Source: an optimization exercise on an open RTL-to-GDS flow (aim: small area, a short achievable clock period and few clock cycles). Production flows keep margins and buffers that such runs may drop. The RTL was checked by simulation tests, not by an equivalence proof against the original design. Power and IR drop assume default switching activity.

Setup of exp/maple:
## lru_key_cache_tracker
module lru_key_cache_tracker #(
  parameter int ENTRIES  = lkc_pkg::DEF_ENTRIES,
  parameter int KEY_BITS = lkc_pkg::DEF_KEY_BITS
) (
  input  logic                      clk,
  input  logic                      rst,
  input  logic                      start,
  output logic                      busy,
  input  lkc_pkg::req_t             req,
  output logic                      done,
  output lkc_pkg::rsp_t             rsp,
  input  logic                      cfg_wr_en,
  input  logic [lkc_pkg::CAP_W-1:0] cfg_wr_data
);
  localparam int N     = 16;
  localparam int AGE_W = 4;
  localparam int TAG_W = 33;
  localparam int CNT_W = 5;
  logic [N-1:0]     valid;
  logic [N-1:0]     match;
  logic [AGE_W-1:0] age [N];
  logic [TAG_W-1:0] tag [N];
  logic [CNT_W-1:0] count;
  logic [CNT_W-1:0] cm1, cm2, cm3;  
  logic [CNT_W-1:0] eff;           
  logic             ge, gt;        
  logic             v1, v2;
  logic [TAG_W-1:0] t1, t2;
  logic [N-1:0]     mr;            
  logic             hraw;          
  logic [AGE_W-1:0] hage;          
  logic [3:0]       sraw;          
  logic             m_old;         
  logic             m_sec;         
  logic             m_thr;         
  logic             eqp;           
  logic [N-1:0]     acc_r;         
  logic [N-1:0]     inv_r;         
  logic             miss_r;        
  ...
Size: roughly 3400 cells after synthesis, roughly 83 I/O pins.
clock: 5.0 ns
lec_check: 0
cap_margin: 20
core_margin: 2
core_utilization: 40
cts_buf_list: sky130_fd_sc_hd__clkbuf_16
cts_cluster_diameter: 60
cts_cluster_size: 24
setup_slack_margin: 2.2
slew_margin: 20
run.sh (not shown) runs the stock make flow with config.mk's settings and CLKGATE_MAP_FILE= SYNTH_SCRIPT=/design/flow/synth_recipe.tcl, a recipe that flattens the netlist after the stock synthesis.
Testbench counts of exp/maple, summed over its fixed seeds: cycles 3,960.
Modified inputs, exp/raven compared to exp/maple
diff --git a/flow/design.v b/flow/design.v
--- a/flow/design.v
+++ b/flow/design.v
@@ -93,21 +93,20 @@
   logic             m_thr;         
   logic             eqp;           
   logic [N-1:0]     acc_r;         
   logic [N-1:0]     inv_r;         
   logic             miss_r;        
   logic             kill_old_r;    
   logic             kill_sec_r;    
   logic             r_sec, r_thr;  
-  logic [AGE_W-1:0] ha_prev;       
+  logic [AGE_W-1:0] age_prev [N];  
   logic [N-1:0]     is_old, is_sec, is_thr, vsel, free_low, miss_slot, m, acc, fill, inv, older;
   logic [N-1:0]     age_en, age_zero;
-  logic             hit, kill, hit_old, hit_sec, ev, cnt_inc, cnt_dec, h_inc;
-  logic [AGE_W-1:0] ha;
+  logic             hit, kill, hit_old, hit_sec, ev, cnt_inc, cnt_dec;
   logic [3:0]       slot, miss_idx;
   logic [TAG_W-1:0] ev_tag;
   logic             s2_hit, s2_old, s2_sec, s2_thr;
   logic [AGE_W-1:0] s2_age;
   logic [3:0]       s2_idx;
   assign busy = 1'b0;
   always_ff @(posedge clk) begin
     if (rst) begin
@@ -207,20 +206,18 @@
     kill    = (kill_old_r && m_old) || (kill_sec_r && m_sec);
     hit     = (hraw && !kill) || (eqp && miss_r);
     if (eqp) begin
       hit_old = (cm1 == '0);
     end else begin
       hit_old = (m_old && !r_sec && !r_thr) || (m_sec && r_sec) || (m_thr && r_thr);
     end
     hit_sec = |(m & is_sec);
-    h_inc = miss_r || (done && (hage < ha_prev));
-    ha    = eqp ? '0 : hage + AGE_W'(h_inc);
     for (int i = 0; i < N; i++) begin
-      older[i] = !eqp && (h_inc ? (age[i] <= hage) : (age[i] < hage));
+      older[i] = !eqp && (acc_r[i] || (age_prev[i] < hage));
     end
     miss_slot = ge ? is_old : free_low;
     vsel      = hit_old ? is_sec : is_old;
     if (hit) begin
       acc  = m;
       fill = '0;
       inv  = gt ? vsel : '0;
       ev   = gt;
@@ -290,17 +287,19 @@
         count <= count - 1'b1;
         cm1   <= cm1 - 1'b1;
         cm2   <= cm2 - 1'b1;
         cm3   <= cm3 - 1'b1;
       end
     end
   end
   always_ff @(posedge clk) begin
-    ha_prev <= ha;
+    for (int i = 0; i < N; i++) begin
+      age_prev[i] <= age[i];
+    end
   end
   always_ff @(posedge clk) begin
     begin
       rsp.hit          <= hit;
       rsp.slot         <= slot;
       rsp.evicted      <= ev;
       rsp.evicted_key  <= ev_tag[31:0];
       rsp.evicted_side <= ev_tag[32];
Notes after the runs:
exp/raven: full flow OK, the timing, design-rule and antenna checks passed
Delta (exp/raven minus exp/maple): flip-flop and latch count after synthesis grew by about 7%, number of violations reported at the end of detailed-routing iteration 0 grew by 486.
exp/raven falls short of exp/maple in die area.
exp/raven against exp/maple: maximum frequency now sits lower; final period utilization went up 0.22 points.
Lower number of standard cells after synthesis among exp/maple and exp/raven: exp/raven
Diff exp/maple -> exp/raven: total power climbed about 2.5%; number of filler instances in the final layout increased by 306 relative to the old numbers; area of the mapped netlist climbed about 1.5%; post-detailed-routing wire length fell about 8%.
Sequential share of layout area up 3.7 points in exp/raven wrt exp/maple
Testbench counts of exp/raven, summed over its fixed seeds: cycles 3,960.

========
The RTL this note starts from:
==> flow/design.v <==
package lkc_pkg;
  localparam int DEF_ENTRIES  = 16;
  localparam int DEF_KEY_BITS = 32;
  localparam int KEY_W  = 32;
  localparam int SLOT_W = 4;
  localparam int CAP_W  = 5;
  localparam logic [CAP_W-1:0] CAP_RESET = 5'd16;
  typedef struct packed {
    logic [KEY_W-1:0] key_value;
    logic             side;
  } req_t;
  typedef struct packed {
    logic              hit;
    logic [SLOT_W-1:0] slot;
    logic              evicted;
    logic [KEY_W-1:0]  evicted_key;
    logic              evicted_side;
  } rsp_t;
endpackage
module lkc_cell #(
  parameter int TAG_W = 33,
  parameter int AGE_W = 4
) (
  input  logic             clk,
  input  logic             rst,
  input  logic [TAG_W-1:0] cmp_tag,    
  output logic             match,      
  input  logic             set_valid,  
  input  logic             clr_valid,  
  input  logic             age_en,     
  input  logic             age_zero,   
  input  logic             fill,       
  input  logic [TAG_W-1:0] new_tag,
  output logic             valid,
  output logic [AGE_W-1:0] age,
  output logic [TAG_W-1:0] tag
);
  assign match = valid && (tag == cmp_tag);
  always_ff @(posedge clk) begin
    if (rst) begin
      valid <= 1'b0;
    end else if (set_valid) begin
      valid <= 1'b1;
    end else if (clr_valid) begin
      valid <= 1'b0;
    end
  end
  always_ff @(posedge clk) begin
    if (age_en) begin
      age <= age_zero ? '0 : age + 1'b1;
    end
  end
  always_ff @(posedge clk) begin
    if (fill) begin
      tag <= new_tag;
    end
  end
endmodule
module lru_key_cache_tracker #(
  parameter int ENTRIES  = lkc_pkg::DEF_ENTRIES,
  parameter int KEY_BITS = lkc_pkg::DEF_KEY_BITS
) (
  input  logic                      clk,
  input  logic                      rst,
  input  logic                      start,
  output logic                      busy,
  input  lkc_pkg::req_t             req,
  output logic                      done,
  output lkc_pkg::rsp_t             rsp,
  input  logic                      cfg_wr_en,
  input  logic [lkc_pkg::CAP_W-1:0] cfg_wr_data
);
  localparam int N     = 16;
  localparam int AGE_W = 4;
  localparam int TAG_W = 33;
  localparam int CNT_W = 5;
  logic [N-1:0]     valid;
  logic [N-1:0]     match;
  logic [AGE_W-1:0] age [N];
  logic [TAG_W-1:0] tag [N];
  logic [CNT_W-1:0] count;
  logic [CNT_W-1:0] cm1, cm2, cm3;  
  logic [CNT_W-1:0] eff;           
  logic             ge, gt;        
  logic             v1, v2;
  logic [TAG_W-1:0] t1, t2;
  logic [N-1:0]     mr;            
  logic             hraw;          
  logic [AGE_W-1:0] hage;          
  logic             m_old;         
  logic             m_sec;         
  logic             m_thr;         
  logic             eqp;           
  logic [N-1:0]     fill_r;        
  logic [N-1:0]     inv_r;         
  logic             miss_r;        
  logic             kill_old_r;    
  logic             kill_sec_r;    
  logic             r_sec, r_thr;  
  logic [AGE_W-1:0] ha_prev;       
  logic [N-1:0]     is_old, is_sec, is_thr, vsel, free_low, miss_slot, m, acc, fill, inv, older;
  logic [N-1:0]     age_en, age_zero;
  logic             hit, kill, hit_old, hit_sec, ev, cnt_inc, cnt_dec, h_inc;
  logic [AGE_W-1:0] ha;
  logic [3:0]       slot, miss_idx;
  logic [TAG_W-1:0] ev_tag;
  logic             s2_hit, s2_old, s2_sec, s2_thr;
  logic [AGE_W-1:0] s2_age;
  logic [3:0]       sraw;
  assign busy = 1'b0;
  always_ff @(posedge clk) begin
    if (rst) begin
      v1 <= 1'b0;
    end else begin
      v1 <= start;
    end
    t1 <= {req.side, req.key_value};
  end
  for (genvar i = 0; i < N; i++) begin : g_cell
    lkc_cell #(
      .TAG_W (TAG_W),
      .AGE_W (AGE_W)
    ) u_cell (
      .clk       (clk),
      .rst       (rst),
      .cmp_tag   (t1),
      .match     (match[i]),
      .set_valid (acc[i]),
      .clr_valid (inv[i]),
      .age_en    (age_en[i]),
      .age_zero  (age_zero[i]),
      .fill      (fill[i]),
      .new_tag   (t2),
      .valid     (valid[i]),
      .age       (age[i]),
      .tag       (tag[i])
    );
  end
  always_comb begin
    for (int i = 0; i < N; i++) begin
      is_old[i] = valid[i] && (CNT_W'(age[i]) == cm1);
      is_sec[i] = valid[i] && (CNT_W'(age[i]) == cm2);
      is_thr[i] = valid[i] && (CNT_W'(age[i]) == cm3);
    end
    free_low = ~valid & (valid + 1'b1);
  end
  always_comb begin
    s2_hit = |match;
    s2_old = |(match & is_old);
    s2_sec = |(match & is_sec);
    s2_thr = |(match & is_thr);
    s2_age = '0;
    for (int i = 0; i < N; i++) begin
      s2_age = s2_age | (match[i] ? age[i] : '0);
    end
  end
  always_ff @(posedge clk) begin
    if (rst) begin
      v2  <= 1'b0;
      eqp <= 1'b0;
    end else begin
      v2  <= v1;
      eqp <= v2 && (t1 == t2);
    end
    t2    <= t1;
    mr    <= match;
    hraw  <= s2_hit;
    hage  <= s2_age;
    m_old <= s2_old;
    m_sec <= s2_sec;
    m_thr <= s2_thr;
  end
  always_ff @(posedge clk) begin
    if (rst) begin
      eff <= lkc_pkg::CAP_RESET;
    end else if (cfg_wr_en) begin
      if (cfg_wr_data == '0) begin
        eff <= CNT_W'(1);
      end else if (cfg_wr_data > CNT_W'(N)) begin
        eff <= CNT_W'(N);
      end else begin
        eff <= cfg_wr_data;
      end
    end
  end
  always_ff @(posedge clk) begin
    if (rst) begin
      ge <= 1'b0;
      gt <= 1'b0;
    end else if (cnt_inc) begin
      ge <= (count + 1'b1 >= eff);
      gt <= (count + 1'b1 > eff);
    end else if (cnt_dec) begin
      ge <= (count - 1'b1 >= eff);
      gt <= (count - 1'b1 > eff);
    end else begin
      ge <= (count >= eff);
      gt <= (count > eff);
    end
  end
  always_comb begin
    for (int i = 0; i < N; i++) begin
      fill_r[i] = miss_r && (rsp.slot == 4'(i));
    end
    m       = (mr & ~fill_r & ~inv_r) | (fill_r & {N{eqp}});
    kill    = (kill_old_r && m_old) || (kill_sec_r && m_sec);
    hit     = (hraw && !kill) || (eqp && miss_r);
    if (eqp) begin
      hit_old = (cm1 == '0);
    end else begin
      hit_old = (m_old && !r_sec && !r_thr) || (m_sec && r_sec) || (m_thr && r_thr);
    end
    hit_sec = |(m & is_sec);
    h_inc = miss_r || (done && (hage < ha_prev));
    ha    = eqp ? '0 : hage + AGE_W'(h_inc);
    for (int i = 0; i < N; i++) begin
      older[i] = !eqp && (h_inc ? (age[i] <= hage) : (age[i] < hage));
    end
    miss_slot = ge ? is_old : free_low;
    vsel      = hit_old ? is_sec : is_old;
    if (hit) begin
      acc  = m;
      fill = '0;
      inv  = gt ? vsel : '0;
      ev   = gt;
    end else begin
      acc  = miss_slot;
      fill = miss_slot;
      inv  = '0;
      ev   = ge;
    end
    if (!v2) begin
      acc  = '0;
      fill = '0;
      inv  = '0;
    end
    for (int i = 0; i < N; i++) begin
      age_zero[i] = acc[i];
      age_en[i]   = acc[i] || (v2 && valid[i] && (!hit || older[i]));
    end
    miss_idx = '0;
    for (int i = 0; i < N; i++) begin
      miss_idx = miss_idx | (miss_slot[i] ? 4'(i) : 4'd0);
    end
    sraw = '0;
    for (int i = 0; i < N; i++) begin
      sraw = sraw | (mr[i] ? 4'(i) : 4'd0);
    end
    if (hit) begin
      slot = eqp ? rsp.slot : sraw;
    end else begin
      slot = miss_idx;
    end
    ev_tag = '0;
    for (int i = 0; i < N; i++) begin
      ev_tag = ev_tag | (vsel[i] ? tag[i] : '0);
    end
    if (!ev) begin
      ev_tag = '0;
    end
    cnt_inc = v2 && !hit && !ge;
    cnt_dec = v2 && hit && gt;
  end
  always_ff @(posedge clk) begin
    if (rst) begin
      count      <= '0;
      cm1        <= '1;
      cm2        <= '1 - 1'b1;
      cm3        <= '1 - 2'd2;
      r_sec      <= 1'b0;
      r_thr      <= 1'b0;
      inv_r      <= '0;
      miss_r     <= 1'b0;
      kill_old_r <= 1'b0;
      kill_sec_r <= 1'b0;
      done       <= 1'b0;
    end else begin
      done       <= v2;
      inv_r      <= inv;
      miss_r     <= v2 && !hit;
      kill_old_r <= v2 && (hit ? (gt && !hit_old) : ge);
      kill_sec_r <= v2 && hit && gt && hit_old;
      r_sec      <= v2 && (hit ? (gt ? (!hit_old && !hit_sec) : hit_old) : ge);
      r_thr      <= v2 && hit && gt && (hit_old || hit_sec);
      if (cnt_inc) begin
        count <= count + 1'b1;
        cm1   <= cm1 + 1'b1;
        cm2   <= cm2 + 1'b1;
        cm3   <= cm3 + 1'b1;
      end else if (cnt_dec) begin
        count <= count - 1'b1;
        cm1   <= cm1 - 1'b1;
        cm2   <= cm2 - 1'b1;
        cm3   <= cm3 - 1'b1;
      end
    end
  end
  always_ff @(posedge clk) begin
    ha_prev <= ha;
  end
  always_ff @(posedge clk) begin
    begin
      rsp.hit          <= hit;
      rsp.slot         <= slot;
      rsp.evicted      <= ev;
      rsp.evicted_key  <= ev_tag[31:0];
      rsp.evicted_side <= ev_tag[32];
    end
  end
endmodule
make LEC_CHECK=0 CAP_MARGIN=20 CORE_MARGIN=2 CORE_UTILIZATION=40 CTS_BUF_LIST=sky130_fd_sc_hd__clkbuf_16 CTS_CLUSTER_DIAMETER=60 CTS_CLUSTER_SIZE=24 SETUP_SLACK_MARGIN=2.4 SLEW_MARGIN=20 finish   # period 5.0 ns
Testbench counts at the start, summed over its fixed seeds: cycles 3,960.
Then changed:
--- a/flow/design.v
+++ b/flow/design.v
@@ -85,30 +85,30 @@
   logic             v1, v2;
   logic [TAG_W-1:0] t1, t2;
   logic [N-1:0]     mr;            
   logic             hraw;          
   logic [AGE_W-1:0] hage;          
+  logic [3:0]       sraw;          
   logic             m_old;         
   logic             m_sec;         
   logic             m_thr;         
   logic             eqp;           
-  logic [N-1:0]     fill_r;        
+  logic [N-1:0]     acc_r;         
   logic [N-1:0]     inv_r;         
   logic             miss_r;        
   logic             kill_old_r;    
   logic             kill_sec_r;    
   logic             r_sec, r_thr;  
-  logic [AGE_W-1:0] ha_prev;       
+  logic [AGE_W-1:0] age_prev [N];  
   logic [N-1:0]     is_old, is_sec, is_thr, vsel, free_low, miss_slot, m, acc, fill, inv, older;
   logic [N-1:0]     age_en, age_zero;
-  logic             hit, kill, hit_old, hit_sec, ev, cnt_inc, cnt_dec, h_inc;
-  logic [AGE_W-1:0] ha;
+  logic             hit, kill, hit_old, hit_sec, ev, cnt_inc, cnt_dec;
   logic [3:0]       slot, miss_idx;
   logic [TAG_W-1:0] ev_tag;
   logic             s2_hit, s2_old, s2_sec, s2_thr;
   logic [AGE_W-1:0] s2_age;
-  logic [3:0]       sraw;
+  logic [3:0]       s2_idx;
   assign busy = 1'b0;
   always_ff @(posedge clk) begin
     if (rst) begin
       v1 <= 1'b0;
     end else begin
@@ -148,12 +148,14 @@
     s2_hit = |match;
     s2_old = |(match & is_old);
     s2_sec = |(match & is_sec);
     s2_thr = |(match & is_thr);
     s2_age = '0;
+    s2_idx = '0;
     for (int i = 0; i < N; i++) begin
       s2_age = s2_age | (match[i] ? age[i] : '0);
+      s2_idx = s2_idx | (match[i] ? 4'(i) : 4'd0);
     end
   end
   always_ff @(posedge clk) begin
     if (rst) begin
       v2  <= 1'b0;
@@ -164,10 +166,11 @@
     end
     t2    <= t1;
     mr    <= match;
     hraw  <= s2_hit;
     hage  <= s2_age;
+    sraw  <= s2_idx;
     m_old <= s2_old;
     m_sec <= s2_sec;
     m_thr <= s2_thr;
   end
   always_ff @(posedge clk) begin
@@ -197,26 +200,21 @@
       ge <= (count >= eff);
       gt <= (count > eff);
     end
   end
   always_comb begin
-    for (int i = 0; i < N; i++) begin
-      fill_r[i] = miss_r && (rsp.slot == 4'(i));
-    end
-    m       = (mr & ~fill_r & ~inv_r) | (fill_r & {N{eqp}});
+    m       = (mr & ~(acc_r & {N{miss_r}}) & ~inv_r) | (acc_r & {N{miss_r && eqp}});
     kill    = (kill_old_r && m_old) || (kill_sec_r && m_sec);
     hit     = (hraw && !kill) || (eqp && miss_r);
     if (eqp) begin
       hit_old = (cm1 == '0);
     end else begin
       hit_old = (m_old && !r_sec && !r_thr) || (m_sec && r_sec) || (m_thr && r_thr);
     end
     hit_sec = |(m & is_sec);
-    h_inc = miss_r || (done && (hage < ha_prev));
-    ha    = eqp ? '0 : hage + AGE_W'(h_inc);
     for (int i = 0; i < N; i++) begin
-      older[i] = !eqp && (h_inc ? (age[i] <= hage) : (age[i] < hage));
+      older[i] = !eqp && (acc_r[i] || (age_prev[i] < hage));
     end
     miss_slot = ge ? is_old : free_low;
     vsel      = hit_old ? is_sec : is_old;
     if (hit) begin
       acc  = m;
@@ -240,14 +238,10 @@
     end
     miss_idx = '0;
     for (int i = 0; i < N; i++) begin
       miss_idx = miss_idx | (miss_slot[i] ? 4'(i) : 4'd0);
     end
-    sraw = '0;
-    for (int i = 0; i < N; i++) begin
-      sraw = sraw | (mr[i] ? 4'(i) : 4'd0);
-    end
     if (hit) begin
       slot = eqp ? rsp.slot : sraw;
     end else begin
       slot = miss_idx;
     end
@@ -267,17 +261,19 @@
       cm1        <= '1;
       cm2        <= '1 - 1'b1;
       cm3        <= '1 - 2'd2;
       r_sec      <= 1'b0;
       r_thr      <= 1'b0;
+      acc_r      <= '0;
       inv_r      <= '0;
       miss_r     <= 1'b0;
       kill_old_r <= 1'b0;
       kill_sec_r <= 1'b0;
       done       <= 1'b0;
     end else begin
       done       <= v2;
+      acc_r      <= acc;
       inv_r      <= inv;
       miss_r     <= v2 && !hit;
       kill_old_r <= v2 && (hit ? (gt && !hit_old) : ge);
       kill_sec_r <= v2 && hit && gt && hit_old;
       r_sec      <= v2 && (hit ? (gt ? (!hit_old && !hit_sec) : hit_old) : ge);
@@ -294,11 +290,13 @@
         cm3   <= cm3 - 1'b1;
       end
     end
   end
   always_ff @(posedge clk) begin
-    ha_prev <= ha;
+    for (int i = 0; i < N; i++) begin
+      age_prev[i] <= age[i];
+    end
   end
   always_ff @(posedge clk) begin
     begin
       rsp.hit          <= hit;
       rsp.slot         <= slot;
After rerunning: Combinational power stays flat; cell area went up by a few percent; maximum frequency rose by a few percent; die area is higher by a few percent; setup slack improves by 0.11 ns; routed wire length rises by a few percent; total power rises by a few percent; clock power goes up by a few percent.
Testbench counts after the change, summed over its fixed seeds: cycles 3,960.

-- re-timing with driven ports --
No port has a modelled driver above. Below, the same layouts with a new extraction and two added sets of constraints.
Step 1 sets driving cells, clkbuf_16 on the clock port and buf_2 on the other inputs (assumed; they add their load-dependent delay and slew).
Step 2 also shifts input and output timing later by t, the mid clock arrival at the registers, as if the neighbouring blocks saw the same clock.
Three values: no drivers, after step 1, after step 2; two values: the first two.
run | t (ns) | slack for setup (ns) | worst setup path at the end | latest minus earliest clock arrival (ns) | worst register clock-pin slew, ns
exp/maple | 0.760 | 2.037 / 2.037 / 1.938 | input to register | 0.071 / 0.072 | 0.09 / 0.09
exp/raven | 0.762 | 2.026 / 2.026 / 2.007 | input to register | 0.063 / 0.063 | 0.10 / 0.10
the first run of note 2 | 0.764 | 1.801 / 1.801 / 1.801 | register to register | 0.062 / 0.062 | 0.10 / 0.10
the second run of note 2 | 0.776 | 1.911 / 1.911 / 1.911 | register to register | 0.048 / 0.048 | 0.11 / 0.11
After both steps every run listed still meets setup and hold. For exp/maple, which loses most, drivers alone change the setup slack by 0.000 ns; drivers and shift together by -0.099 ns.
